What follows belongs to an exercise in optimizing a design on an open flow for small area and a short achievable clock period; a production flow would make more cautious choices.
The RTL was checked by simulation tests, not by an equivalence proof against the original design.
Power is estimated from default activity; no workload was simulated.

$ cat flow/config.mk
export PLATFORM = sky130hd
export DESIGN_NAME = memory_mc_top
export DESIGN_NICKNAME = memory_mc_top
export VERILOG_FILES = /design/flow/design.v
export SDC_FILE = /design/flow/constraint.sdc
export NUM_CORES = 4
export LEC_CHECK = 0
export CAP_MARGIN = 20
export CORE_MARGIN = 2
export CORE_UTILIZATION = 55
export CTS_CLUSTER_DIAMETER = 70
export CTS_CLUSTER_SIZE = 40
export SETUP_SLACK_MARGIN = 3.0
export SLEW_MARGIN = 20
export SYNTH_HIERARCHICAL = 1
export SYNTH_MINIMUM_KEEP_SIZE = 0
export TNS_END_PERCENT = 0
$ cat flow/constraint.sdc
create_clock -name core_clock -period 5.5 [get_ports {clk}]
set_input_delay 1.1000 -clock core_clock [delete_from_list [all_inputs] [get_ports {clk}]]
set_output_delay 1.1000 -clock core_clock [all_outputs]
set_load 0.01 [all_outputs]
$ cat flow/design.v
module memory_mc_arb #(
  parameter int unsigned NUM_CH = 4,
  parameter bit          GATE   = 1'b0
) (
  input  logic [NUM_CH*NUM_CH-1:0] prio,
  input  logic [NUM_CH-1:0]        valid,
  input  logic                     en,
  output logic [NUM_CH-1:0]        gnt
);
  always_comb begin
    for (int i = 0; i < NUM_CH; i++) begin
      logic blk;
      blk = 1'b0;
      for (int j = 0; j < NUM_CH; j++) blk = blk | (valid[j] & prio[j*NUM_CH + i]);
      gnt[i] = valid[i] & ~blk & (GATE ? en : 1'b1);
    end
  end
endmodule
module memory_mc_chdec #(
  parameter int unsigned ADDR_WIDTH = 7,
  parameter int unsigned DEPTH      = 64,
  parameter int unsigned NLo        = 8,
  parameter int unsigned NHi        = 8
) (
  input  logic [ADDR_WIDTH-1:0] addr,
  input  logic                  wr,
  input  logic                  res,
  output logic                  oor,       
  output logic [NLo-1:0]        lo,        
  output logic [NLo-1:0]        lo_wr,     
  output logic [NHi-1:0]        hi,        
  output logic [NHi-1:0]        hi_rd      
);
  localparam int unsigned LoW = $clog2(NLo);
  localparam int unsigned HiW = $clog2(NHi);
  always_comb begin
    oor   = (32'(addr) >= DEPTH);
    lo    = NLo'(1) << addr[LoW-1:0];
    hi    = NHi'(1) << addr[LoW +: HiW];
    lo_wr = lo & {NLo{res & wr & ~oor}};
    hi_rd = hi & {NHi{~oor}};
  end
endmodule
module memory_mc_ao #(
  parameter int unsigned NUM_CH = 4,
  parameter int unsigned W      = 8
) (
  input  logic [NUM_CH-1:0]   gnt,
  input  logic [NUM_CH*W-1:0] x,
  output logic [W-1:0]        y
);
  always_comb begin
    y = '0;
    for (int i = 0; i < NUM_CH; i++) y = y | (x[i*W +: W] & {W{gnt[i]}});
  end
endmodule
module memory_mc_wen #(
  parameter int unsigned NLo      = 8,
  parameter int unsigned NHi      = 8,
  parameter int unsigned NumBytes = 4
) (
  input  logic [NLo-1:0]               lo,
  input  logic [NHi-1:0]               hi,
  input  logic [NumBytes-1:0]          strb,
  output logic [NLo*NHi*NumBytes-1:0]  wen
);
  always_comb begin
    for (int w = 0; w < NLo * NHi; w++) begin
      for (int b = 0; b < NumBytes; b++) begin
        wen[w*NumBytes + b] = hi[w / NLo] & lo[w % NLo] & strb[b];
      end
    end
  end
endmodule
module memory_mc_rdmux #(
  parameter int unsigned WIDTH = 32,
  parameter int unsigned NLo   = 8,
  parameter int unsigned NHi   = 8
) (
  input  logic [NLo*NHi*WIDTH-1:0]   mem,
  input  logic [NLo-1:0]             lo_sel,
  input  logic [NHi-1:0]             hi_sel,
  output logic [NHi/2*WIDTH-1:0]     part_n
);
  logic [WIDTH-1:0] grp [NHi];
  always_comb begin
    for (int h = 0; h < NHi; h++) begin
      grp[h] = '0;
      for (int l = 0; l < NLo; l++) begin
        grp[h] = grp[h] | (mem[(h*NLo + l)*WIDTH +: WIDTH] & {WIDTH{lo_sel[l]}});
      end
    end
    for (int k = 0; k < NHi / 2; k++) begin
      part_n[k*WIDTH +: WIDTH] = ~((grp[2*k] & {WIDTH{hi_sel[2*k]}}) |
                                   (grp[2*k+1] & {WIDTH{hi_sel[2*k+1]}}));
    end
  end
endmodule
module memory_mc_rdout #(
  parameter int unsigned WIDTH = 32,
  parameter int unsigned NPART = 4
) (
  input  logic [NPART*WIDTH-1:0] part_n,
  input  logic                   load,
  input  logic [WIDTH-1:0]       q,
  output logic [WIDTH-1:0]       d
);
  always_comb begin
    for (int b = 0; b < WIDTH; b++) begin
      logic all_n;
      all_n = 1'b1;
      for (int k = 0; k < NPART; k++) all_n = all_n & part_n[k*WIDTH + b];
      d[b] = load ? ~all_n : q[b];
    end
  end
endmodule
module memory_mc #(
  parameter int unsigned WIDTH      = 32,
  parameter int unsigned DEPTH      = 64,
  parameter int unsigned ADDR_WIDTH = 7,
  parameter int unsigned NUM_CH     = 4,
  parameter int unsigned RD_LAT     = 1
) (
  input  logic                         clk,
  input  logic                         res,
  input  logic [NUM_CH-1:0]            ch_valid,
  output logic [NUM_CH-1:0]            ch_ready,
  input  logic [NUM_CH-1:0]            ch_wr_rd,
  input  logic [NUM_CH*ADDR_WIDTH-1:0] ch_addr,
  input  logic [NUM_CH*WIDTH-1:0]      ch_wdata,
  input  logic [NUM_CH*WIDTH/8-1:0]    ch_wstrb,
  output logic [NUM_CH*WIDTH-1:0]      ch_rdata,
  output logic [NUM_CH-1:0]            ch_rvalid,
  output logic [NUM_CH-1:0]            ch_err
);
  localparam int unsigned NumBytes = WIDTH / 8;
  localparam int unsigned IdxW     = $clog2(DEPTH);
  localparam int unsigned NLo      = 1 << (IdxW / 2);
  localparam int unsigned NHi      = DEPTH / NLo;
  localparam int unsigned NPair = NUM_CH * (NUM_CH - 1) / 2;
  logic [NPair-1:0]         swap_q, swap_d;
  logic [NUM_CH*NUM_CH-1:0] prio;      
  logic [NUM_CH-1:0]        gnt;       
  logic [NUM_CH-1:0]        gnt_d;     
  always_comb begin
    for (int j = 0; j < NUM_CH; j++) begin
      for (int i = 0; i < NUM_CH; i++) begin
        if (j < i)      prio[j*NUM_CH + i] = ~swap_q[(j*NUM_CH - (j*(j+1))/2 + (i-j-1))];
        else if (j > i) prio[j*NUM_CH + i] = swap_q[(i*NUM_CH - (i*(i+1))/2 + (j-i-1))];
        else            prio[j*NUM_CH + i] = 1'b0;
      end
    end
  end
  memory_mc_arb #(.NUM_CH(NUM_CH)) u_arb (.prio(prio), .valid(ch_valid), .en(1'b1), .gnt(gnt));
  memory_mc_arb #(.NUM_CH(NUM_CH)) u_arb_d (.prio(prio), .valid(ch_valid), .en(1'b1), .gnt(gnt_d));
  memory_mc_arb #(.NUM_CH(NUM_CH), .GATE(1'b1)) u_arb_out (
    .prio(prio), .valid(ch_valid), .en(res), .gnt(ch_ready)
  );
  always_comb begin
    for (int j = 0; j < NUM_CH; j++) begin
      for (int i = j + 1; i < NUM_CH; i++) begin
        logic t;
        t = 1'b0;
        for (int g = 0; g < NUM_CH; g++) begin
          if (((i - g - 1 + 2*NUM_CH) % NUM_CH) < ((j - g - 1 + 2*NUM_CH) % NUM_CH)) t = t | gnt[g];
        end
        swap_d[(j*NUM_CH - (j*(j+1))/2 + (i-j-1))] = t;
      end
    end
  end
  always_ff @(posedge clk or negedge res) begin
    if (!res) begin
      swap_q <= '0;
    end else if (|ch_valid) begin
      swap_q <= swap_d;
    end
  end
  logic [NUM_CH-1:0]     oor;
  logic [NUM_CH*NLo-1:0] c_lo, c_lo_wr;
  logic [NUM_CH*NHi-1:0] c_hi, c_hi_rd;
  for (genvar gi = 0; gi < NUM_CH; gi++) begin : g_dec
    memory_mc_chdec #(.ADDR_WIDTH(ADDR_WIDTH), .DEPTH(DEPTH), .NLo(NLo), .NHi(NHi)) u_dec (
      .addr(ch_addr[gi*ADDR_WIDTH +: ADDR_WIDTH]), .wr(ch_wr_rd[gi]), .res(res),
      .oor(oor[gi]), .lo(c_lo[gi*NLo +: NLo]), .lo_wr(c_lo_wr[gi*NLo +: NLo]),
      .hi(c_hi[gi*NHi +: NHi]), .hi_rd(c_hi_rd[gi*NHi +: NHi])
    );
  end
  logic [NLo-1:0]      lo_sel, lo_wr;
  logic [NHi-1:0]      hi_sel, hi_rd;
  logic [NumBytes-1:0] strb_sel;
  logic [WIDTH-1:0]    wdata_sel;
  memory_mc_ao #(.NUM_CH(NUM_CH), .W(NLo)) u_lo_sel (.gnt(gnt), .x(c_lo), .y(lo_sel));
  memory_mc_ao #(.NUM_CH(NUM_CH), .W(NLo)) u_lo_wr (.gnt(gnt), .x(c_lo_wr), .y(lo_wr));
  memory_mc_ao #(.NUM_CH(NUM_CH), .W(NHi)) u_hi_sel (.gnt(gnt), .x(c_hi), .y(hi_sel));
  memory_mc_ao #(.NUM_CH(NUM_CH), .W(NHi)) u_hi_rd (.gnt(gnt), .x(c_hi_rd), .y(hi_rd));
  memory_mc_ao #(.NUM_CH(NUM_CH), .W(NumBytes)) u_strb (.gnt(gnt_d), .x(ch_wstrb), .y(strb_sel));
  memory_mc_ao #(.NUM_CH(NUM_CH), .W(WIDTH)) u_wdata (.gnt(gnt_d), .x(ch_wdata), .y(wdata_sel));
  logic [DEPTH*NumBytes-1:0] wen;
  memory_mc_wen #(.NLo(NLo), .NHi(NHi), .NumBytes(NumBytes)) u_wen (
    .lo(lo_wr), .hi(hi_sel), .strb(strb_sel), .wen(wen)
  );
  logic [DEPTH*WIDTH-1:0] mem_q;
  always_ff @(posedge clk) begin
    for (int w = 0; w < DEPTH; w++) begin
      for (int b = 0; b < NumBytes; b++) begin
        if (wen[w*NumBytes + b]) begin
          mem_q[w*WIDTH + 8*b +: 8] <= wdata_sel[8*b +: 8];
        end
      end
    end
  end
  logic [NHi/2*WIDTH-1:0] rd_part_n;
  memory_mc_rdmux #(.WIDTH(WIDTH), .NLo(NLo), .NHi(NHi)) u_rd (
    .mem(mem_q), .lo_sel(lo_sel), .hi_sel(hi_rd), .part_n(rd_part_n)
  );
  logic [NUM_CH-1:0]       rvalid_q, err_q;
  logic [NUM_CH*WIDTH-1:0] rdata_q, rdata_d;
  for (genvar gi = 0; gi < NUM_CH; gi++) begin : g_rdout
    memory_mc_rdout #(.WIDTH(WIDTH), .NPART(NHi / 2)) u_rdout (
      .part_n(rd_part_n), .load(gnt_d[gi] & ~ch_wr_rd[gi]),
      .q(rdata_q[gi*WIDTH +: WIDTH]), .d(rdata_d[gi*WIDTH +: WIDTH])
    );
  end
  always_ff @(posedge clk or negedge res) begin
    if (!res) begin
      rvalid_q <= '0;
      err_q    <= '0;
      rdata_q  <= '0;
    end else begin
      for (int i = 0; i < NUM_CH; i++) begin
        rvalid_q[i] <= gnt_d[i] & ~ch_wr_rd[i];
        err_q[i]    <= gnt_d[i] & oor[i];
      end
      rdata_q <= rdata_d;
    end
  end
  assign ch_rvalid = rvalid_q;
  assign ch_err    = err_q;
  assign ch_rdata  = rdata_q;
endmodule
module memory_mc_top (
  input  logic         clk,
  input  logic         res,
  input  logic [3:0]   ch_valid,
  output logic [3:0]   ch_ready,
  input  logic [3:0]   ch_wr_rd,
  input  logic [27:0]  ch_addr,
  input  logic [127:0] ch_wdata,
  input  logic [15:0]  ch_wstrb,
  output logic [127:0] ch_rdata,
  output logic [3:0]   ch_rvalid,
  output logic [3:0]   ch_err
);
  memory_mc #(
    .WIDTH     (32),
    .DEPTH     (64),
    .ADDR_WIDTH(7),
    .NUM_CH    (4),
    .RD_LAT    (1)
  ) u_mc (
    .clk      (clk),
    .res      (res),
    .ch_valid (ch_valid),
    .ch_ready (ch_ready),
    .ch_wr_rd (ch_wr_rd),
    .ch_addr  (ch_addr),
    .ch_wdata (ch_wdata),
    .ch_wstrb (ch_wstrb),
    .ch_rdata (ch_rdata),
    .ch_rvalid(ch_rvalid),
    .ch_err   (ch_err)
  );
endmodule
$ cat flow/flow/run.sh
#!/bin/bash
# Standard ORFS layout, but ports are buffered with a plain buf_1 instead of
# the delay-cell buffer buffer_ports picks by default.
set -euo pipefail
export BUFFER_PORTS_ARGS="-buffer_cell sky130_fd_sc_hd__buf_1"
bash standard.sh finish > orfs_make.log 2>&1
$ cat flow/standard.sh
#!/bin/bash
# synth_recipe.tcl (not shown) runs the flow's synth.tcl, then flattens the netlist and writes it again
# the make line also repeats each setting of config.mk as NAME=value (left out here)
make -C /OpenROAD-flow-scripts/flow DESIGN_CONFIG=/design/flow/config.mk WORK_HOME=/design/flow/orfs CLKGATE_MAP_FILE= SYNTH_SCRIPT=/design/flow/synth_recipe.tcl "${@:-finish}"
==> qor.txt, run 1 <==
outcome: timing/DRC/antenna clean
Final HPWL DP: 152,000 um
CTS clock-pin slew for the worst setup and hold paths: 90 ps
area of the multi-input gates: 18,500 um^2
Final Wtd Congestion: 0.879
# Max-Cap Violations: 0
most frequent CP cell: a22oi_1
Reg2Reg Depth: 13
reg2reg end: u_mc.rdata_q[3]
CP Max Fanout: 85
IO buf count: 321
number of global-route vias before repair: 48,900
Worst Setup SP: ch_addr[1]
met2 GRT Util: 48.8%
largest net degree at the start of global routing: 127
number of I/O pins: 322
average via count per standard cell: 6.86
syn_area_per_cell: 16.7 um^2
met1 usage: 47.6%
Period Utilization, post-route: 60.4%
TNS Setup: 0 ps
post-synthesis cell count: 5,055
startpoint types: input pin
Final Skew: 50.7 ps
relative slew slack: 26.8%
worst-margin pin slew: 1100 ps
Die Area: 156,000 um^2
hold_buf cts: 0
CP required: 6150 ps
CTS tree: built
Avg WL per Cell: 33.8 um
total gr overflow: 0
CP cell instances: clkbuf_2 > nand2b_1 > nor2_1 > a22oi_2 > nand2_4 > buf_12 > a22oi_1 > nand4_1 > a22oi_1 > and4_1 > a21oi_2
row cnt: 143
Core Area: 152,000 um^2
CP peak stage delay: 410 ps
Clock Path Buffers: 3
clock sink count: 2,190
Setup Viol. Count Final: 0
Worst Hold Class: input pin to async pin
Pins Over Slew Limit: 0
RR Startpoint: u_mc.swap_q[5]
Register Area: 65,100 um^2
Antenna Violating Nets Remaining: 0
placed insts: 7,208
critical path endpoint category: flop
CTS buffer count: 130
GRT busiest layer: met2
pwr/cell area: 348 nW/um^2
slowest CP cell: a22oi_1
Clock Tree Root: clkbuf_16
Fmax achieved: 301 MHz
worst vdd ir: 0.315 mV
initial antenna violation count: 19
initial core utilization: 55.5%
layout cells sized above 1: 17.1%
Die H: 396 um
Syn-to-layout area delta: 12.7%
crit path DAT: 3970 ps
initial drt markers: 6,865
Post-layout nets: 5,605
Finished Layout Cells: 7,560
GRT Util Overall: 32.0%
YS warnings: 17
global-route met3 utilization: 5.84%
RSZ-0062 raised after global routing: yes
Clock Latency Late Sink: 820 ps
H-tree Lvls: 4
critical path type: input pin to flop
first-pass GRT wire length: 361,000 um
die width: 396 um
r2r setup slk: 2180 ps
wirelength, routed: 255,000 um
Fillers: 11,000
post-synth design cell area: 84,300 um^2
Fin. Hold Viols: 0
number of remaining DRC errors: 0
Via Count: 51,800
leakage power: 30.3 nW
min cycle time layout: 3320 ps
DRT Pass-1 Iters: 5
[where the power goes]
group	leakage (nW)	internal [W]	switching, W
logic	7.79	0.000824	0.00222
clock network	2.13	0.00517	0.00578
registers	20.3	0.0188	0.000330
[flip-flops by register name (all words and copies together), names as in the netlist]
| name | cells |
|---|---|
| u_mc.mem_q | 2048 |
| u_mc.rdata_q | 128 |
| u_mc.swap_q | 6 |
| u_mc.err_q | 4 |
| u_mc.rvalid_q | 4 |
[worst max-delay path: cells and delay by family]
family	cells	cell delay [ps]
AOI/OAI and AO/OA	4	1130
buffers and inverters	2	420
and+or+nand+nor	5	1160
[worst max path at each step]
stage	endpoint	slack [ps]	cells past startpoint
final	u_mc.rdata_q[44]	2180	11
after global routing	u_mc.rdata_q[3]	2150	13
after CTS	u_mc.rdata_q[96]	2220	13
after detailed placement	u_mc.rdata_q[39]	430	11
after global placement	u_mc.rdata_q[39]	450	11
after floorplan	u_mc.rdata_q[107]	2460	12
[cell usage in the layout, fill, tap and decap left out, drive strengths merged]
cell type,instances
clkinv,30
nand2b,20
bufbuf,1
buf,582
a21oi,128
mux2i,3
mux2,3
edfxtp,2048
clkinvlp,15
dfrtp,142
and2,4
nor3,41
and3,256
and4,128
clkbuf,158
nand4bb,4
nand4b,4
nor2b,4
and4b,15
nor2,214
nand2,92
nor4,5
conb,12
nand4,256
inv,48
bufinv,10
diode,7
a22oi,1296
a222oi,4
[stage by stage]
step	hold WS, ps	instance area [um^2]	power [W]	setup WS [ps]	utilization [%]
2_1_floorplan	548	84700	0.0208	2460	-
3_3_place_gp	496	88200	0.0223	446	58.0
3_5_place_dp	499	88200	0.0223	431	58.0
4_1_cts	238	94100	0.0331	2220	61.9
5_1_grt	271	95000	0.0340	2150	62.5
6_report	287	95000	0.0331	2180	62.5
[metal layers]
layer | share of wire [%] | wire length, um
met5 | 0.013 | 34
met4 | 2.8 | 7140
met3 | 9.8 | 25100
met2 | 46 | 118000
met1 | 41 | 105000
[final cells by class]
class	instances	share of cell area, %
antenna	7	0.0184
clock buffer	143	3.56
clock inverter	89	1.12
inverter	14	0.0553
multi-input combinational	2489	19.5
sequential	2190	68.5
tap	2030	2.67
timing repair buffer	598	4.61
[what timing repair did]
item / CTS / global route
cloned: 14 / 11
buffers inserted: 64 / 24
pin swaps: 80 / 67
hold endpoints to repair: 0 / 0
setup endpoints to repair: 4309 / 4281
gates resized for setup: 161 / 110
==> inputs of run 2 (changes only) <==
--- a/flow/config.mk
+++ b/flow/config.mk
@@ -8,8 +8,8 @@
 export CAP_MARGIN = 20
 export CORE_MARGIN = 2
 export CORE_UTILIZATION = 55
-export CTS_CLUSTER_DIAMETER = 70
-export CTS_CLUSTER_SIZE = 40
+export CTS_CLUSTER_DIAMETER = 60
+export CTS_CLUSTER_SIZE = 30
 export SETUP_SLACK_MARGIN = 3.0
 export SLEW_MARGIN = 20
 export SYNTH_HIERARCHICAL = 1
==> qor.txt, run 2 <==
outcome: timing/DRC/antenna clean
CP required: 6170 ps
CTS buffer count: 140
Setup Viol. Count Final: 0
worst-margin pin slew: 1090 ps
# Max-Cap Violations: 0
layout cells sized above 1: 17.8%
initial core utilization: 55.5%
Fin. Hold Viols: 0
H-tree Lvls: 4
die width: 396 um
commonest cells after routing, fill and taps aside: 2,048 x edfxtp_1, 1,099 x a22oi_1, 309 x buf_1, 256 x nand4_1, 214 x nor2_1
Period Utilization, post-route: 60.4%
slowest CP cell: dfrtp_2
WP buf/inv: 5
CP Max Fanout: 50
leakage power: 30.5 nW
critical path type: flop to flop
min cycle time layout: 3320 ps
Antenna Violating Nets Remaining: 0
YS warnings: 17
startpoint types: flop
initial antenna violation count: 19
crit path DAT: 3990 ps
RSZ-0062 raised after global routing: yes
Worst path top cell family by delay: simple AND/OR/NAND/NOR gates
post-route cell area: 95,500 um^2
Top Registers: u_mc.mem_q: 2048 flops, u_mc.rdata_q: 128 flops, u_mc.swap_q: 6 flops
max reg flops: 2,048
GRT Util Overall: 31.8%
power share of the sequential group: 56.0%
CP peak stage delay: 450 ps
syn_area_per_cell: 16.7 um^2
Die H: 396 um
number of remaining DRC errors: 0
largest net degree at the start of global routing: 127
post-synthesis cell count: 5,055
post-synth design cell area: 84,300 um^2
Clock Power Share: 35.1%
Clock Tree Root: clkbuf_16
TNS Setup: 0 ps
CTS tree: built
Final Wtd Congestion: 0.879
wirelength, routed: 256,000 um
Final Skew: 28.5 ps
Core Area: 152,000 um^2
relative slew slack: 27.3%
placed inst area: 88,200 um^2
internal power: 0.0255 W
worst vdd ir: 0.310 mV
Clock Latency Late Sink: 810 ps
CTS clock-pin slew for the worst setup and hold paths: 90 ps
row cnt: 143
Post-layout nets: 5,598
largest reg by FF count: u_mc.mem_q
most common cell after layout, fill and taps aside: edfxtp_1
number of I/O pins: 322
Fillers: 10,900
met1 usage: 46.1%
global-route met3 utilization: 7.27%
CP cell instances: inv_1 > nand2_2 > and4b_4 > buf_4 > a22oi_2 > nand2_4 > buf_12 > buf_12 > buf_8 > a22oi_1 > nand4_1 > a22oi_2 > and4_1 > a21oi_2
Worst Hold Class: input pin to async pin
Syn-to-layout area delta: 13.2%
power share of the combinational group: 8.9%
clock sink count: 2,190
average via count per standard cell: 6.80
critical path endpoint category: flop
Clock Path Buffers: 3
initial drt markers: 7,000
area of the multi-input gates: 18,600 um^2
DRT Pass-1 Iters: 7
IO buf count: 321
Die Area: 156,000 um^2
Register Area: 65,100 um^2
met2 GRT Util: 48.1%
total gr overflow: 0
pwr/cell area: 357 nW/um^2
GRT busiest layer: met2
number of global-route vias before repair: 48,700
Via Count: 51,500
Avg WL per Cell: 33.8 um
first-pass GRT wire length: 358,000 um
switching part of the total: 25.4%
Fmax achieved: 301 MHz
Pins Over Slew Limit: 0
NetSw: 0.00865 W
Final HPWL DP: 152,000 um
-- run 2: per-stage QoR --
stage	setup slack [ps]	util [%]	power [W]	hold WS [ps]	cells
finish	2180	62.8	0.0341	275	7568
global route	2190	62.8	0.0350	267	7565
CTS	2260	62.2	0.0341	241	7532
detailed placement	431	58.0	0.0223	499	7208
global placement	446	58.0	0.0223	496	7207
floorplan	2460	-	0.0208	548	5066
-- run 2: what timing repair did --
item | CTS | global route
buffers inserted | 54 | 25
hold buffers | 0 | 0
pin swaps | 60 | 84
cloned | 11 | 6
setup endpoints to repair | 4317 | 4253
resized for setup | 145 | 152
-- run 2: final timing paths --
path,start,endpoint,slack [ps],depth (start not counted)
setup reg to reg,u_mc.swap_q[0],u_mc.rdata_q[21],2180,14
max in group asynchronous,res,u_mc.rdata_q[17],3970,2
min in group core_clock,u_mc.rdata_q[17],u_mc.rdata_q[17],520,2
setup / recovery,u_mc.swap_q[0],u_mc.rdata_q[21],2180,14
hold reg to reg,u_mc.rdata_q[17],u_mc.rdata_q[17],520,2
hold / removal,res,u_mc.err_q[0],280,1
-- run 2: per-layer routing --
metal  up-vias  routed length (um)
met3       341               26300
met2      2941              118000
met5         -                  38
met4         6                7910
li1      21700                   -
met1     26500              103000
-- run 2: power groups by stage --
stage | clock (W) | sequential [W] | combinational (W)
finish | 0.0120 | 0.0191 | 0.00303
global route | 0.0126 | 0.0191 | 0.00323
CTS | 0.0121 | 0.0191 | 0.00295
detailed placement | 0 | 0.0195 | 0.00284
global placement | 0 | 0.0195 | 0.00280
floorplan | 0 | 0.0194 | 0.00137
-- run 2: layout make-up --
| cell class | count | area share [%] |
|---|---|---|
| sequential | 2190 | 68.1 |
| clock inverter | 109 | 1.52 |
| tap | 2030 | 2.66 |
| antenna | 5 | 0.0131 |
| clock buffer | 150 | 3.84 |
| timing repair buffer | 585 | 4.34 |
| multi-input combinational | 2485 | 19.5 |
| inverter | 14 | 0.0550 |
==> inputs of run 3 (changes only) <==
--- a/flow/config.mk
+++ b/flow/config.mk
@@ -7,7 +7,7 @@
 export LEC_CHECK = 0
 export CAP_MARGIN = 20
 export CORE_MARGIN = 2
-export CORE_UTILIZATION = 55
+export CORE_UTILIZATION = 65
 export CTS_CLUSTER_DIAMETER = 60
 export CTS_CLUSTER_SIZE = 30
 export SETUP_SLACK_MARGIN = 3.0
==> qor.txt, run 3 <==
Pins Over Slew Limit: 0
number of global-route vias before repair: 49,500
Clock Latency Late Sink: 800 ps
number of remaining DRC errors: 0
crit path DAT: 3720 ps
row cnt: 132
commonest cells after routing, fill and taps aside: 2,048 x edfxtp_1, 1,147 x a22oi_1, 306 x buf_1, 256 x nand4_1, 235 x and3_1
reg2reg end: u_mc.rdata_q[112]
initial core utilization: 65.3%
CTS clock-pin slew for the worst setup and hold paths: 100 ps
H-tree Lvls: 4
syn_area_per_cell: 16.7 um^2
YS warnings: 17
Final Skew: 29.5 ps
CTS tree: built
largest net degree at the start of global routing: 84
initial antenna violation count: 18
startpoint types: input pin
clock sink count: 2,190
initial drt markers: 8,251
Worst Hold Class: input pin to async pin
Die Area: 133,000 um^2
post-synthesis cell count: 5,055
CP required: 5920 ps
number of I/O pins: 322
Post-layout nets: 5,575
CP peak stage delay: 530 ps
Setup Viol. Count Final: 0
Die H: 364 um
area of the multi-input gates: 18,300 um^2
GRT Util Overall: 37.9%
Period Utilization, post-route: 59.9%
slowest CP cell: and3_1
max reg flops: 2,048
Antenna Violating Nets Remaining: 0
Fmax achieved: 304 MHz
total gr overflow: 0
# Max-Cap Violations: 0
RSZ-0062 raised after global routing: yes
pwr/cell area: 358 nW/um^2
Worst Slack Setup Final: 2210 ps
CP cell instances: buf_4 > a22oi_1 > and4b_4 > buf_4 > a22oi_1 > nand2_4 > buf_12 > and3_1
TNS Setup: 0 ps
CTS buffer count: 139
Final HPWL DP: 150,000 um
leakage power: 30.3 nW
DRT Pass-1 Iters: 9
post-synth design cell area: 84,300 um^2
r2r setup slk: 2230 ps
CP Max Fanout: 22
die width: 364 um
worst vdd ir: 0.376 mV
most common cell after layout, fill and taps aside: edfxtp_1
Placement Setup Slack: 448 ps
outcome: timing/DRC/antenna clean
Register Area: 65,100 um^2
hold_buf cts: 0
relative slew slack: 23.3%
worst-margin pin slew: 1150 ps
Final Wtd Congestion: 0.889
min cycle time layout: 3290 ps
layout cells sized above 1: 16.0%
Top Registers: u_mc.mem_q: 2048 flops, u_mc.rdata_q: 128 flops, u_mc.swap_q: 6 flops
first-pass GRT wire length: 355,000 um
RR Startpoint: u_mc.swap_q[1]
wirelength, routed: 250,000 um
Fillers: 8,093
Clock Path Buffers: 3
Syn-to-layout area delta: 12.2%
Avg WL per Cell: 34.4 um
Clock Tree Root: clkbuf_16
average via count per standard cell: 7.22
critical path type: input pin to flop
Reg2Reg Depth: 12
Final Core Density: 73.2%
Via Count: 52,400
Core Area: 129,000 um^2
IO buf count: 321
Fin. Hold Viols: 0
largest reg by FF count: u_mc.mem_q
critical path endpoint category: flop
-- run 3: final cells by class --
type                            instances  share of cell area (%)
Antenna cell                           15                  0.0397
Clock buffer                          155                    3.94
Clock inverter                        103                    1.31
Inverter                               14                  0.0555
Multi-Input combinational cell       2485                    19.4
Sequential cell                      2190                    68.8
Tap cell                             1742                    2.30
Timing Repair Buffer                  563                    4.23
-- run 3: per-layer routing --
layer / vias to the layer above / global-route usage, % / part of all wire, %
met4: 4 / 15.1 / 4.1
met2: 3403 / 57.1 / 46
li1: 21700 / - / -
met1: 26900 / 54.2 / 38
met3: 481 / 8.85 / 12
met5: - / 0 / 0.012
-- run 3: power by group --
part	switching, W	leakage (nW)	internal (W)
Sequential	0.000448	20.3	0.0188
Combinational	0.00222	7.57	0.000804
Clock	0.00588	2.38	0.00574
Total	0.00855	30.3	0.0253
-- run 3: timing repair --
item,4_1_cts,5_1_grt
gates resized for setup,178,11
buffers inserted,81,2
setup endpoints to repair,4269,4196
cloned,16,0
pin swaps,88,8
-- run 3: how the worst max path moves through the flow --
stage / cells after the start / slack [ps] / endpoint / from
finish: 8 / 2210 / u_mc.mem_q[1167] / ch_valid[2]
global route: 4 / 2190 / ch_ready[3] / u_mc.swap_q[4]
CTS: 4 / 2390 / ch_ready[2] / u_mc.swap_q[1]
detailed placement: 12 / 450 / u_mc.rdata_q[52] / ch_valid[2]
global placement: 12 / 480 / u_mc.rdata_q[20] / ch_valid[2]
floorplan: 12 / 2460 / u_mc.rdata_q[107] / ch_valid[2]
-- run 3: metrics by stage --
stage / total power (W) / std cells / area, um^2 / hold WS [ps]
final: 0.0339 / 7267 / 94600 / 280
after CTS: 0.0338 / 7250 / 94500 / 237
after detailed placement: 0.0224 / 6895 / 87700 / 499
after global placement: 0.0223 / 6895 / 87700 / 497
after global routing: 0.0347 / 7253 / 94600 / 264
after floorplan: 0.0208 / 5066 / 84700 / 548
-- run 3: critical path: cells and delay by family --
family	cells	cell delay, ps
simple gates	3	1370
compound gates	2	400
buf+inv	3	790
==> inputs of run 4 (changes only) <==
--- a/flow/design.v
+++ b/flow/design.v
@@ -1,3 +1,24 @@
+module memory_mc_nand #(
+  parameter int unsigned N = 2
+) (
+  input  logic [N-1:0] a,
+  output logic         y
+);
+  assign y = ~&a;
+endmodule
+module memory_mc_nor2 (
+  input  logic a,
+  input  logic b,
+  output logic y
+);
+  assign y = ~(a | b);
+endmodule
+module memory_mc_inv (
+  input  logic a,
+  output logic y
+);
+  assign y = ~a;
+endmodule
 module memory_mc_arb #(
   parameter int unsigned NUM_CH = 4,
   parameter bit          GATE   = 1'b0
@@ -7,13 +28,20 @@
   input  logic                     en,
   output logic [NUM_CH-1:0]        gnt
 );
-  always_comb begin
-    for (int i = 0; i < NUM_CH; i++) begin
-      logic blk;
-      blk = 1'b0;
-      for (int j = 0; j < NUM_CH; j++) blk = blk | (valid[j] & prio[j*NUM_CH + i]);
-      gnt[i] = valid[i] & ~blk & (GATE ? en : 1'b1);
-    end
+  for (genvar i = 0; i < NUM_CH; i++) begin : g_ch
+    logic [NUM_CH-2:0] term_n;
+    logic              blk, off;
+    for (genvar k = 0; k < NUM_CH - 1; k++) begin : g_term
+      localparam int J = (i + 1 + k) % NUM_CH;
+      memory_mc_nand #(.N(2)) u_t (.a({valid[J], prio[J*NUM_CH + i]}), .y(term_n[k]));
+    end
+    memory_mc_nand #(.N(NUM_CH - 1)) u_blk (.a(term_n), .y(blk));
+    if (GATE) begin : g_gate
+      memory_mc_nand #(.N(2)) u_off (.a({valid[i], en}), .y(off));
+    end else begin : g_nogate
+      memory_mc_inv u_off (.a(valid[i]), .y(off));
+    end
+    memory_mc_nor2 u_gnt (.a(blk), .b(off), .y(gnt[i]));
   end
 endmodule
 module memory_mc_chdec #(
--- a/flow/config.mk
+++ b/flow/config.mk
@@ -7,7 +7,7 @@
 export LEC_CHECK = 0
 export CAP_MARGIN = 20
 export CORE_MARGIN = 2
-export CORE_UTILIZATION = 65
+export CORE_UTILIZATION = 55
 export CTS_CLUSTER_DIAMETER = 60
 export CTS_CLUSTER_SIZE = 30
 export SETUP_SLACK_MARGIN = 3.0
==> qor.txt, run 4 <==
CTS clock-pin slew for the worst setup and hold paths: 90 ps
syn_area_per_cell: 16.6 um^2
Setup Viol. Count Final: 0
pwr/cell area: 379 nW/um^2
Top Registers: u_mc.mem_q: 2048 flops, u_mc.rdata_q: 128 flops, u_mc.swap_q: 6 flops
# Max-Cap Violations: 0
Core Area: 152,000 um^2
GRT Util Overall: 32.7%
Worst Setup SP: u_mc.swap_q[3]
Fmax achieved: 315 MHz
r2r setup slk: 2330 ps
initial drt markers: 6,491
Final Wtd Congestion: 0.849
Antenna Violating Nets Remaining: 0
min cycle time layout: 3170 ps
CTS buffer count: 141
Final Core Density: 63.4%
Syn-to-layout area delta: 14.3%
hold_buf cts: 0
IO buf count: 321
post-synthesis cell count: 5,094
Worst path top cell family by delay: simple AND/OR/NAND/NOR gates
number of I/O pins: 322
commonest cells after routing, fill and taps aside: 2,048 x edfxtp_1, 1,094 x a22oi_1, 310 x buf_1, 256 x nand4_1, 222 x buf_4
Fin. Hold Viols: 0
critical path endpoint category: flop
H-tree Lvls: 4
Via Count: 52,000
Die Area: 157,000 um^2
most frequent CP cell: a22oi_2
leakage power: 30.9 nW
Die H: 396 um
number of global-route vias before repair: 49,600
number of remaining DRC errors: 0
critical path type: flop to flop
Clock Tree Root: clkbuf_16
WP buf/inv: 3
total gr overflow: 0
Clock Path Buffers: 3
worst vdd ir: 0.326 mV
CP cell instances: inv_2 > nand2_2 > nand3_4 > nor2_4 > a22oi_2 > nand2_4 > buf_6 > buf_16 > a22oi_1 > nand4_1 > a22oi_2 > and4_1 > a21oi_1
CTS tree: built
RSZ-0062 raised after global routing: yes
YS warnings: 15
startpoint types: flop
CP peak stage delay: 430 ps
initial antenna violation count: 11
outcome: timing/DRC/antenna clean
Fillers: 10,900
wirelength, routed: 258,000 um
post-synth design cell area: 84,400 um^2
RR Startpoint: u_mc.swap_q[3]
Clock Latency Late Sink: 830 ps
Avg WL per Cell: 33.7 um
clock sink count: 2,190
Final Skew: 42.5 ps
row cnt: 143
crit path DAT: 3830 ps
layout cells sized above 1: 19.6%
DRT Pass-1 Iters: 7
largest reg by FF count: u_mc.mem_q
CP required: 6150 ps
Period Utilization, post-route: 57.7%
most common cell after layout, fill and taps aside: edfxtp_1
max reg flops: 2,048
Pins Over Slew Limit: 0
Worst Hold Class: input pin to async pin
largest net degree at the start of global routing: 81
TNS Setup: 0 ps
initial core utilization: 55.5%
relative slew slack: 26.3%
slowest CP cell: dfrtp_1
worst-margin pin slew: 1110 ps
CP Max Fanout: 8
Post-layout nets: 5,691
die width: 396 um
average via count per standard cell: 6.79
first-pass GRT wire length: 366,000 um
Final HPWL DP: 158,000 um
run 4: final cells by class:
cell class | count | area, um^2 | area share [%]
timing repair buffer | 649 | 5120 | 5.30
antenna | 8 | 20.0 | 0.0208
inverter | 22 | 82.6 | 0.0856
clock buffer | 148 | 3610 | 3.74
multi-input combinational | 2505 | 18700 | 19.4
sequential | 2190 | 65100 | 67.5
tap | 2030 | 2540 | 2.63
clock inverter | 113 | 1320 | 1.37
run 4: routing by layer:
metal / vias up / wire, um / track usage (%)
met5: - / 0 / 0
met4: 0 / 12200 / 14.2
met3: 395 / 21500 / 4.92
met2: 2642 / 122000 / 51.4
met1: 27100 / 102000 / 46.0
li1: 21900 / - / -
run 4: path summary, 6_finish.rpt:
path | endpoint | cells after the start
hold / removal | u_mc.err_q[1] | 1
max in group asynchronous | u_mc.swap_q[5] | 2
setup / recovery | u_mc.rdata_q[100] | 13
hold reg to reg | u_mc.rdata_q[90] | 2
setup reg to reg | u_mc.rdata_q[100] | 13
min in group core_clock | u_mc.rdata_q[90] | 2
run 4: what timing repair did:
item	CTS	global route
gates cloned	25	1
endpoints found under the setup margin	4008	4106
resized for setup	241	57
buffers inserted	121	15
pin swaps	117	49
run 4: per-stage QoR:
stage	hold WS [ps]	area [um^2]	setup slack, ps	power [W]	instances
after floorplan	547	85100	2620	0.0225	5094
after global placement	501	88600	719	0.0249	7234
after detailed placement	503	88600	676	0.0250	7234
after CTS	101	96100	2500	0.0366	7641
after global routing	123	96400	2330	0.0376	7657
final	152	96400	2330	0.0366	7665
run 4: power by group:
part	total (W)	leakage (nW)	internal (W)	switching, W
logic	0.00525	8.29	0.00151	0.00374
clock network	0.0115	2.38	0.00538	0.00615
registers	0.0198	20.2	0.0193	0.000517
total	0.0366	30.9	0.0262	0.0104
==> inputs of run 5 (changes only) <==
--- a/flow/config.mk
+++ b/flow/config.mk
@@ -10,6 +10,7 @@
 export CORE_UTILIZATION = 55
 export CTS_CLUSTER_DIAMETER = 60
 export CTS_CLUSTER_SIZE = 30
+export PLACE_DENSITY = 0.8
 export SETUP_SLACK_MARGIN = 3.0
 export SLEW_MARGIN = 20
 export SYNTH_HIERARCHICAL = 1
==> qor.txt, run 5 <==
Die H: 396 um
syn_area_per_cell: 16.6 um^2
Reg2Reg Depth: 14
worst-margin pin slew: 1230 ps
Fin. Hold Viols: 0
die width: 396 um
number of global-route vias before repair: 51,900
Final Skew: 39.1 ps
RSZ-0062 raised after global routing: yes
total gr overflow: 0
row cnt: 143
CTS tree: built
H-tree Lvls: 3
number of remaining DRC errors: 0
IO buf count: 321
initial drt markers: 9,432
Worst Hold Class: input pin to async pin
CTS buffer count: 113
Die Area: 157,000 um^2
YS warnings: 15
CTS clock-pin slew for the worst setup and hold paths: 110 ps
Syn-to-layout area delta: 13.6%
largest reg by FF count: u_mc.mem_q
Clock Latency Late Sink: 810 ps
outcome: timing/DRC/antenna clean
post-synth design cell area: 84,400 um^2
post-synthesis cell count: 5,094
layout cells sized above 1: 19.9%
Clock Path Buffers: 3
Final Wtd Congestion: 0.877
initial core utilization: 55.5%
wirelength, routed: 254,000 um
Worst Setup SP: u_mc.swap_q[2]
# Max-Cap Violations: 0
largest net degree at the start of global routing: 71
Via Count: 54,400
most common cell after layout, fill and taps aside: edfxtp_1
placed inst area: 88,500 um^2
leakage power: 30.4 nW
number of I/O pins: 322
RR Startpoint: u_mc.swap_q[2]
relative slew slack: 17.7%
CP Max Fanout: 8
Top Registers: u_mc.mem_q: 2048 flops, u_mc.rdata_q: 128 flops, u_mc.swap_q: 6 flops
Final HPWL DP: 149,000 um
critical path type: flop to flop
critical path endpoint category: flop
max reg flops: 2,048
commonest cells after routing, fill and taps aside: 2,048 x edfxtp_1, 1,047 x a22oi_1, 309 x buf_1, 256 x nand4_1, 241 x a22oi_2
initial antenna violation count: 26
Post-layout nets: 5,647
post-route cell area: 95,900 um^2
Antenna Violating Nets Remaining: 0
hold_buf cts: 0
GRT Util Overall: 31.4%
Fmax achieved: 316 MHz
Pins Over Slew Limit: 0
first-pass GRT wire length: 358,000 um
min cycle time layout: 3170 ps
average via count per standard cell: 7.14
TNS Setup: 0 ps
startpoint types: flop
pwr/cell area: 367 nW/um^2
CP required: 6200 ps
Clock Tree Root: clkbuf_16
Period Utilization, post-route: 57.6%
crit path DAT: 3870 ps
worst vdd ir: 0.307 mV
clock sink count: 2,190
Core Area: 152,000 um^2
DRT Pass-1 Iters: 6
Avg WL per Cell: 33.4 um
Final Core Density: 63.0%
Setup Viol. Count Final: 0
## run 5: cell types whose count changed in the layout (fill, tap and decap cells not counted), moves of 10 or more
cell       delta
a22oi_1      -47
a22oi_2      +47
clkbuf_16    -23
buf_4        -19
inv_8        -16
and3_1       -14
and3_2       +14
inv_16       +10
## run 5: critical path, stage by stage (launching register included)
cell and delay, ps:
dfrtp_1 430, inv_2 100, nand2_2 70, nand3_4 130, nor2_4 80, buf_6 140, a22oi_2 290, nand2_8 100
buf_12 180, clkbuf_16 200, a22oi_2 290, nand4_1 230, a22oi_2 420, and4_1 310, a21oi_1 90
## run 5: what timing repair did
| item | 4_1_cts | 5_1_grt |
|---|---|---|
| endpoints found under the setup margin | 4257 | 4228 |
| gates cloned | 24 | 10 |
| pin swaps | 108 | 92 |
| resized for setup | 208 | 155 |
| setup buffers | 109 | 16 |
| hold endpoints to repair | 0 | 0 |
## run 5: cell type report
class	instances	area (um^2)
Sequential cell	2190	65100
Clock buffer	123	2890
Inverter	22	82.6
Multi-Input combinational cell	2510	19000
Fill cell	10100	56200
Antenna cell	15	37.5
Tap cell	2030	2540
Clock inverter	92	1320
Timing Repair Buffer	628	4900
## run 5: final timing paths
check                              endpoint  slack (ps)
setup / recovery           u_mc.rdata_q[28]        2330
hold / removal                u_mc.err_q[0]         190
setup reg to reg           u_mc.rdata_q[28]        2330
hold reg to reg            u_mc.rdata_q[58]         520
max in group asynchronous  u_mc.rdata_q[84]        3490
min in group core_clock    u_mc.rdata_q[58]         520
## run 5: routing by layer
metal  up-vias  share of wire [%]  global-route usage [%]
li1      21800                  -                       -
met1     26900                 33                    41.0
met2      4856                 47                    49.3
met3       746                 14                    7.73
met4        12                5.8                    16.2
met5         -              0.032                       0
## run 5: power by group
group          switching, W  internal (W)  total, W
clock network       0.00591       0.00441    0.0103
logic               0.00377       0.00148   0.00526
registers          0.000346        0.0193    0.0196
## run 5: metrics by stage
step / setup slack (ps) / std cells / power, W / hold WS, ps
6_report: 2330 / 7610 / 0.0352 / 191
3_3_place_gp: 849 / 7220 / 0.0245 / 497
4_1_cts: 2540 / 7569 / 0.0350 / 152
2_1_floorplan: 2620 / 5094 / 0.0225 / 547
5_1_grt: 2360 / 7600 / 0.0360 / 172
3_5_place_dp: 685 / 7221 / 0.0247 / 502
==> inputs of run 6 (changes only) <==
==> flow/config.mk (replaced) <==
export PLATFORM = sky130hd
export DESIGN_NAME = memory_mc_top
export DESIGN_NICKNAME = memory_mc_top
export VERILOG_FILES = /design/flow/design.v
export SDC_FILE = /design/flow/constraint.sdc
export NUM_CORES = 4
export LEC_CHECK = 0
export CAP_MARGIN = 10
export CORE_MARGIN = 2
export CORE_UTILIZATION = 55
export CTS_CLUSTER_DIAMETER = 64
export CTS_CLUSTER_SIZE = 34
export SETUP_SLACK_MARGIN = 3.0
export SLEW_MARGIN = 10
export SYNTH_HIERARCHICAL = 1
export SYNTH_MINIMUM_KEEP_SIZE = 0
export TNS_END_PERCENT = 0
==> qor.txt, run 6 <==
Setup Viol. Count Final: 0
crit path DAT: 3830 ps
internal power: 0.0264 W
CP cell instances: inv_2 > nand2_2 > nand3_4 > nor2_4 > buf_6 > a22oi_2 > buf_4 > nand2_8 > bufbuf_16 > a22oi_1 > nand4_1 > a22oi_2 > buf_6 > and4_4 > a21oi_2
CTS tree: built
CTS buffer count: 137
critical path endpoint category: flop
Clock Power Share: 31.0%
RSZ-0062 raised after global routing: yes
switching part of the total: 28.2%
Core Area: 152,000 um^2
Final Skew: 40.9 ps
# Max-Cap Violations: 0
Reg2Reg Depth: 15
CP Max Fanout: 6
Period Utilization, post-route: 57.0%
YS warnings: 15
min cycle time layout: 3130 ps
H-tree Lvls: 4
Final HPWL DP: 158,000 um
critical path type: flop to flop
number of remaining DRC errors: 0
TNS Setup: 0 ps
row cnt: 143
power share of the sequential group: 53.9%
Die Area: 157,000 um^2
die width: 396 um
leakage power: 31.4 nW
Die H: 396 um
relative slew slack: 28.1%
Post-layout nets: 5,724
outcome: timing/DRC/antenna clean
Worst Hold Class: input pin to async pin
wirelength, routed: 270,000 um
CP required: 6200 ps
CP peak stage delay: 450 ps
Syn-to-layout area delta: 16.0%
hold_buf cts: 0
total gr overflow: 0
Worst Slack Setup Final: 2370 ps
Avg WL per Cell: 35.1 um
DRT Pass-1 Iters: 6
RR Startpoint: u_mc.swap_q[0]
largest reg by FF count: u_mc.mem_q
initial drt markers: 6,756
clock sink count: 2,190
number of I/O pins: 322
most common cell after layout, fill and taps aside: edfxtp_1
max reg flops: 2,048
initial core utilization: 55.5%
commonest cells after routing, fill and taps aside: 2,048 x edfxtp_1, 995 x a22oi_1, 310 x buf_1, 293 x a22oi_2, 256 x nand4_1
IO buf count: 321
slowest CP cell: dfrtp_2
Clock Latency Late Sink: 830 ps
r2r setup slk: 2370 ps
syn_area_per_cell: 16.6 um^2
startpoint types: flop
Clock Path Buffers: 3
Final Wtd Congestion: 0.849
pwr/cell area: 375 nW/um^2
GRT Util Overall: 33.2%
Top Registers: u_mc.mem_q: 2048 flops, u_mc.rdata_q: 128 flops, u_mc.swap_q: 6 flops
worst vdd ir: 0.272 mV
initial antenna violation count: 11
post-synthesis cell count: 5,094
average via count per standard cell: 6.84
worst-margin pin slew: 1080 ps
Placement Setup Slack: 722 ps
Clock Tree Root: clkbuf_16
Pins Over Slew Limit: 0
first-pass GRT wire length: 370,000 um
worst hold slack: 156 ps
Fin. Hold Viols: 0
Fmax achieved: 319 MHz
Worst path top cell family by delay: simple AND/OR/NAND/NOR gates
largest net degree at the start of global routing: 76
post-synth design cell area: 84,400 um^2
Via Count: 52,600
power share of the combinational group: 15.0%
reg2reg end: u_mc.rdata_q[66]
CTS clock-pin slew for the worst setup and hold paths: 90 ps
Antenna Violating Nets Remaining: 0
WP buf/inv: 5
number of global-route vias before repair: 49,700
NetSw: 0.0103 W
layout cells sized above 1: 21.8%
run 6: worst max-delay path by stage:
stage                             end  depth (start not counted)  slack (ps)           start
floorplan           u_mc.rdata_q[106]                         13        2620     ch_valid[1]
global placement     u_mc.rdata_q[63]                         11         720     ch_valid[1]
detailed placement   u_mc.rdata_q[31]                         11         720     ch_valid[1]
CTS                 u_mc.rdata_q[103]                         15        2490  u_mc.swap_q[0]
global route         u_mc.rdata_q[53]                         15        2350  u_mc.swap_q[0]
finish               u_mc.rdata_q[66]                         15        2370  u_mc.swap_q[0]
run 6: power by group through the flow:
stage / combinational [W] / clock, W / sequential (W)
2_1_floorplan: 0.00247 / 0 / 0.0200
3_3_place_gp: 0.00472 / 0 / 0.0202
3_5_place_dp: 0.00478 / 0 / 0.0202
4_1_cts: 0.00526 / 0.0115 / 0.0198
5_1_grt: 0.00581 / 0.0121 / 0.0198
6_report: 0.00551 / 0.0114 / 0.0198
run 6: final cells by class:
type | count | area (um^2)
inverters | 22 | 82.6
fillers | 10700 | 54200
diodes | 2 | 5.00
clock inverters | 96 | 1090
clock buffers | 156 | 3700
flip-flops and latches | 2190 | 65100
well taps | 2030 | 2540
repair buffers | 686 | 6190
multi-input cells | 2505 | 19200
run 6: through the flow:
stage | cells | utilization, % | total power [W] | cell area, um^2
finish | 7687 | 64.4 | 0.0367 | 97900
global route | 7685 | 64.4 | 0.0377 | 97900
CTS | 7647 | 63.5 | 0.0365 | 96500
detailed placement | 7234 | 58.2 | 0.0250 | 88600
global placement | 7234 | 58.2 | 0.0249 | 88600
floorplan | 5094 | - | 0.0225 | 85100
run 6: per-layer routing:
layer | vias up | global-route usage (%) | wire (um)
met2 | 3001 | 52.7 | 128000
met3 | 446 | 4.62 | 24300
met1 | 27200 | 46.6 | 104000
li1 | 22000 | - | -
met5 | - | 0 | 13
met4 | 2 | 14.3 | 13200
run 6: repair_timing:
action | 4_1_cts | 5_1_grt
pin swaps | 163 | 185
buffers inserted | 127 | 18
cloned | 34 | 20
resized for setup | 240 | 214
setup endpoints to repair | 4016 | 4045
==> inputs of run 7 (changes only) <==
--- a/flow/design.v
+++ b/flow/design.v
@@ -106,7 +106,8 @@
   parameter int unsigned NHi   = 8
 ) (
   input  logic [NLo*NHi*WIDTH-1:0]   mem,
-  input  logic [NLo-1:0]             lo_sel,
+  input  logic [NLo-1:0]             lo_sel_a,    
+  input  logic [NLo-1:0]             lo_sel_b,    
   input  logic [NHi-1:0]             hi_sel,
   output logic [NHi/2*WIDTH-1:0]     part_n
 );
@@ -115,7 +116,8 @@
     for (int h = 0; h < NHi; h++) begin
       grp[h] = '0;
       for (int l = 0; l < NLo; l++) begin
-        grp[h] = grp[h] | (mem[(h*NLo + l)*WIDTH +: WIDTH] & {WIDTH{lo_sel[l]}});
+        grp[h] = grp[h] | (mem[(h*NLo + l)*WIDTH +: WIDTH] &
+                           {WIDTH{(h < NHi / 2) ? lo_sel_a[l] : lo_sel_b[l]}});
       end
     end
     for (int k = 0; k < NHi / 2; k++) begin
@@ -170,6 +172,7 @@
   logic [NUM_CH*NUM_CH-1:0] prio;      
   logic [NUM_CH-1:0]        gnt;       
   logic [NUM_CH-1:0]        gnt_d;     
+  logic [NUM_CH-1:0]        gnt_r;     
   always_comb begin
     for (int j = 0; j < NUM_CH; j++) begin
       for (int i = 0; i < NUM_CH; i++) begin
@@ -180,6 +183,7 @@
     end
   end
   memory_mc_arb #(.NUM_CH(NUM_CH)) u_arb (.prio(prio), .valid(ch_valid), .en(1'b1), .gnt(gnt));
+  memory_mc_arb #(.NUM_CH(NUM_CH)) u_arb_r (.prio(prio), .valid(ch_valid), .en(1'b1), .gnt(gnt_r));
   memory_mc_arb #(.NUM_CH(NUM_CH)) u_arb_d (.prio(prio), .valid(ch_valid), .en(1'b1), .gnt(gnt_d));
   memory_mc_arb #(.NUM_CH(NUM_CH), .GATE(1'b1)) u_arb_out (
     .prio(prio), .valid(ch_valid), .en(res), .gnt(ch_ready)
@@ -213,14 +217,15 @@
       .hi(c_hi[gi*NHi +: NHi]), .hi_rd(c_hi_rd[gi*NHi +: NHi])
     );
   end
-  logic [NLo-1:0]      lo_sel, lo_wr;
+  logic [NLo-1:0]      lo_sel_a, lo_sel_b, lo_wr;
   logic [NHi-1:0]      hi_sel, hi_rd;
   logic [NumBytes-1:0] strb_sel;
   logic [WIDTH-1:0]    wdata_sel;
-  memory_mc_ao #(.NUM_CH(NUM_CH), .W(NLo)) u_lo_sel (.gnt(gnt), .x(c_lo), .y(lo_sel));
+  memory_mc_ao #(.NUM_CH(NUM_CH), .W(NLo)) u_lo_sel_a (.gnt(gnt_r), .x(c_lo), .y(lo_sel_a));
+  memory_mc_ao #(.NUM_CH(NUM_CH), .W(NLo)) u_lo_sel_b (.gnt(gnt_r), .x(c_lo), .y(lo_sel_b));
+  memory_mc_ao #(.NUM_CH(NUM_CH), .W(NHi)) u_hi_rd (.gnt(gnt_r), .x(c_hi_rd), .y(hi_rd));
   memory_mc_ao #(.NUM_CH(NUM_CH), .W(NLo)) u_lo_wr (.gnt(gnt), .x(c_lo_wr), .y(lo_wr));
   memory_mc_ao #(.NUM_CH(NUM_CH), .W(NHi)) u_hi_sel (.gnt(gnt), .x(c_hi), .y(hi_sel));
-  memory_mc_ao #(.NUM_CH(NUM_CH), .W(NHi)) u_hi_rd (.gnt(gnt), .x(c_hi_rd), .y(hi_rd));
   memory_mc_ao #(.NUM_CH(NUM_CH), .W(NumBytes)) u_strb (.gnt(gnt_d), .x(ch_wstrb), .y(strb_sel));
   memory_mc_ao #(.NUM_CH(NUM_CH), .W(WIDTH)) u_wdata (.gnt(gnt_d), .x(ch_wdata), .y(wdata_sel));
   logic [DEPTH*NumBytes-1:0] wen;
@@ -239,7 +244,7 @@
   end
   logic [NHi/2*WIDTH-1:0] rd_part_n;
   memory_mc_rdmux #(.WIDTH(WIDTH), .NLo(NLo), .NHi(NHi)) u_rd (
-    .mem(mem_q), .lo_sel(lo_sel), .hi_sel(hi_rd), .part_n(rd_part_n)
+    .mem(mem_q), .lo_sel_a(lo_sel_a), .lo_sel_b(lo_sel_b), .hi_sel(hi_rd), .part_n(rd_part_n)
   );
   logic [NUM_CH-1:0]       rvalid_q, err_q;
   logic [NUM_CH*WIDTH-1:0] rdata_q, rdata_d;
==> flow/config.mk (replaced) <==
export PLATFORM = sky130hd
export DESIGN_NAME = memory_mc_top
export DESIGN_NICKNAME = memory_mc_top
export VERILOG_FILES = /design/flow/design.v
export SDC_FILE = /design/flow/constraint.sdc
export NUM_CORES = 4
export LEC_CHECK = 0
export CAP_MARGIN = 20
export CORE_MARGIN = 2
export CORE_UTILIZATION = 55
export CTS_CLUSTER_DIAMETER = 60
export CTS_CLUSTER_SIZE = 30
export SETUP_SLACK_MARGIN = 3.0
export SLEW_MARGIN = 20
export SYNTH_HIERARCHICAL = 1
export SYNTH_MINIMUM_KEEP_SIZE = 0
export TNS_END_PERCENT = 0
==> qor.txt, run 7 <==
hold_buf cts: 0
number of remaining DRC errors: 0
RR Startpoint: u_mc.swap_q[2]
first-pass GRT wire length: 384,000 um
TNS Setup: 0 ps
number of global-route vias before repair: 50,400
H-tree Lvls: 4
Core Area: 154,000 um^2
CP cell instances: buf_2 > buf_4 > nand2_1 > nand3_1 > nor2_2 > buf_4 > a22oi_1 > nand2_1 > buf_4 > and3_1
CP peak stage delay: 590 ps
initial antenna violation count: 20
row cnt: 144
Pins Over Slew Limit: 0
CP Max Fanout: 32
worst vdd ir: 0.240 mV
initial drt markers: 8,263
WL met1: 111,000 um
Clock Latency Late Sink: 800 ps
IO buf count: 321
CTS tree: built
crit path DAT: 3610 ps
# Max-Cap Violations: 0
CTS buffer count: 138
Final HPWL DP: 161,000 um
r2r setup slk: 2360 ps
slowest CP cell: and3_1
worst-margin pin slew: 949 ps
Clock Path Buffers: 3
leakage power: 31.0 nW
met3 wire len: 34,300 um
routed length on met2: 124,000 um
Clock Tree Root: clkbuf_16
Die Area: 158,000 um^2
number of I/O pins: 322
YS warnings: 15
die width: 398 um
Worst Setup SP: ch_valid[0]
initial core utilization: 55.4%
post-synthesis cell count: 5,146
outcome: timing/DRC/antenna clean
wirelength, routed: 278,000 um
largest net degree at the start of global routing: 72
post-synth design cell area: 85,200 um^2
min cycle time layout: 3190 ps
max reg flops: 2,048
reg2reg end: u_mc.mem_q[577]
Syn-to-layout area delta: 13.8%
syn_area_per_cell: 16.6 um^2
RSZ-0062 raised after global routing: yes
clock sink count: 2,190
layout cells sized above 1: 20.5%
top layer reached by signal wires: met5
most frequent CP cell: buf_4
most common cell after layout, fill and taps aside: edfxtp_1
Setup Viol. Count Final: 0
Antenna Violating Nets Remaining: 0
critical path endpoint category: flop
DRT Pass-1 Iters: 6
Period Utilization, post-route: 58.0%
Reg2Reg Depth: 10
Post-layout nets: 5,732
Top Registers: u_mc.mem_q: 2048 flops, u_mc.rdata_q: 128 flops, u_mc.swap_q: 6 flops
Die H: 398 um
GRT Util Overall: 34.6%
Final Skew: 29.4 ps
Avg WL per Cell: 36.0 um
critical path type: input pin to flop
Worst Hold Class: input pin to async pin
commonest cells after routing, fill and taps aside: 2,048 x edfxtp_1, 1,112 x a22oi_1, 305 x buf_1, 256 x nand4_1, 219 x nor2_1
Final Wtd Congestion: 0.881
average via count per standard cell: 6.94
startpoint types: input pin
relative slew slack: 37.0%
Fin. Hold Viols: 0
Fmax achieved: 314 MHz
pwr/cell area: 381 nW/um^2
CTS clock-pin slew for the worst setup and hold paths: 90 ps
Power Total: 0.0369 W
Via Count: 53,600
total gr overflow: 0
largest reg by FF count: u_mc.mem_q
CP required: 5930 ps
## run 7: worst max-delay path by stage
stage | endpoint | depth (start not counted) | slack, ps
finish | u_mc.mem_q[577] | 10 | 2310
global route | u_mc.rdata_q[43] | 15 | 2340
CTS | ch_ready[0] | 5 | 2470
detailed placement | u_mc.rdata_q[1] | 12 | 510
global placement | u_mc.rdata_q[65] | 12 | 610
floorplan | u_mc.rdata_q[107] | 13 | 2720
## run 7: area by class of cell
type / count / area [um^2]
Sequential cell: 2190 / 65100
Fill cell: 11200 / 56900
Multi-Input combinational cell: 2558 / 19300
Timing Repair Buffer: 636 / 4980
Clock buffer: 152 / 3700
Tap cell: 2044 / 2560
Clock inverter: 102 / 1200
Inverter: 26 / 100
Antenna cell: 15 / 37.5
## run 7: metal layers
metal  up-vias  GRT usage, %
li1      22100             -
met1     27600          50.5
met2      3441          50.9
met3       432          9.00
met4         4          12.1
met5         -             0
## run 7: through the flow
stage | cell area [um^2] | hold WS (ps) | utilization [%] | instances | setup WS [ps]
final | 97000 | 205 | 63.0 | 7723 | 2310
after global routing | 96900 | 171 | 63.0 | 7710 | 2340
after CTS | 96100 | 148 | 62.5 | 7674 | 2470
after detailed placement | 88700 | 500 | 57.7 | 7275 | 506
after global placement | 88700 | 496 | 57.7 | 7274 | 612
after floorplan | 85900 | 548 | - | 5146 | 2720
## run 7: what timing repair did
item                                    in CTS  in global routing
setup buffers                              117                 28
pin swaps                                  122                 58
resized for setup                          254                127
cloned                                      28                  6
endpoints found under the setup margin    4333               4287
## run 7: critical path: cells and delay by family
kind            cells  cell delay [ps]
compound gates      1              100
buf+inv             4             1110
simple gates        5             1270
## run 7: power breakdown
part,switching (W),internal [W],total (W)
Clock,0.00597,0.00566,0.0116
Combinational,0.00402,0.00150,0.00551
Sequential,0.000513,0.0193,0.0198

==> static timing again, ports no longer ideal <==
In the flow no input, the clock included, has a driving cell. The finished layouts below were timed again as built, in two steps. Step 1 sets driving cells, clkbuf_16 on the clock port and buf_2 on the other inputs (assumed; they add their load-dependent delay and slew). Step 2 moves the port delays by t, midway between the first and last clock arrival at a register: inputs arrive t later, outputs are due t later. That takes back most of the time a late clock gives input paths. a / b / c = ideal ports / drivers / drivers and shift; a / b = the first two.
run	t (ns)	setup slack, ns	worst hold slack (ns)	worst slew at a driven data input, ns
run 1	0.881	2.179 / 2.181 / 1.344	0.287 / 0.221 / 0.518	0.23
run 2	0.873	2.179 / 2.179 / 1.366	0.275 / 0.219 / 0.520	0.21
run 3	0.872	2.206 / 2.231 / 1.396	0.280 / 0.224 / 0.516	0.08
run 4	0.901	2.328 / 2.328 / 1.509	0.152 / 0.122 / 0.519	0.11
run 5	0.881	2.331 / 2.331 / 1.511	0.191 / 0.144 / 0.520	0.27
run 6	0.892	2.366 / 2.366 / 1.546	0.156 / 0.130 / 0.530	0.11
run 7	0.872	2.313 / 2.327 / 1.455	0.205 / 0.180 / 0.518	0.11
After both steps every run listed still meets setup and hold. For run 7, which loses most, drivers alone change the setup slack by +0.014 ns; drivers and shift together by -0.858 ns.
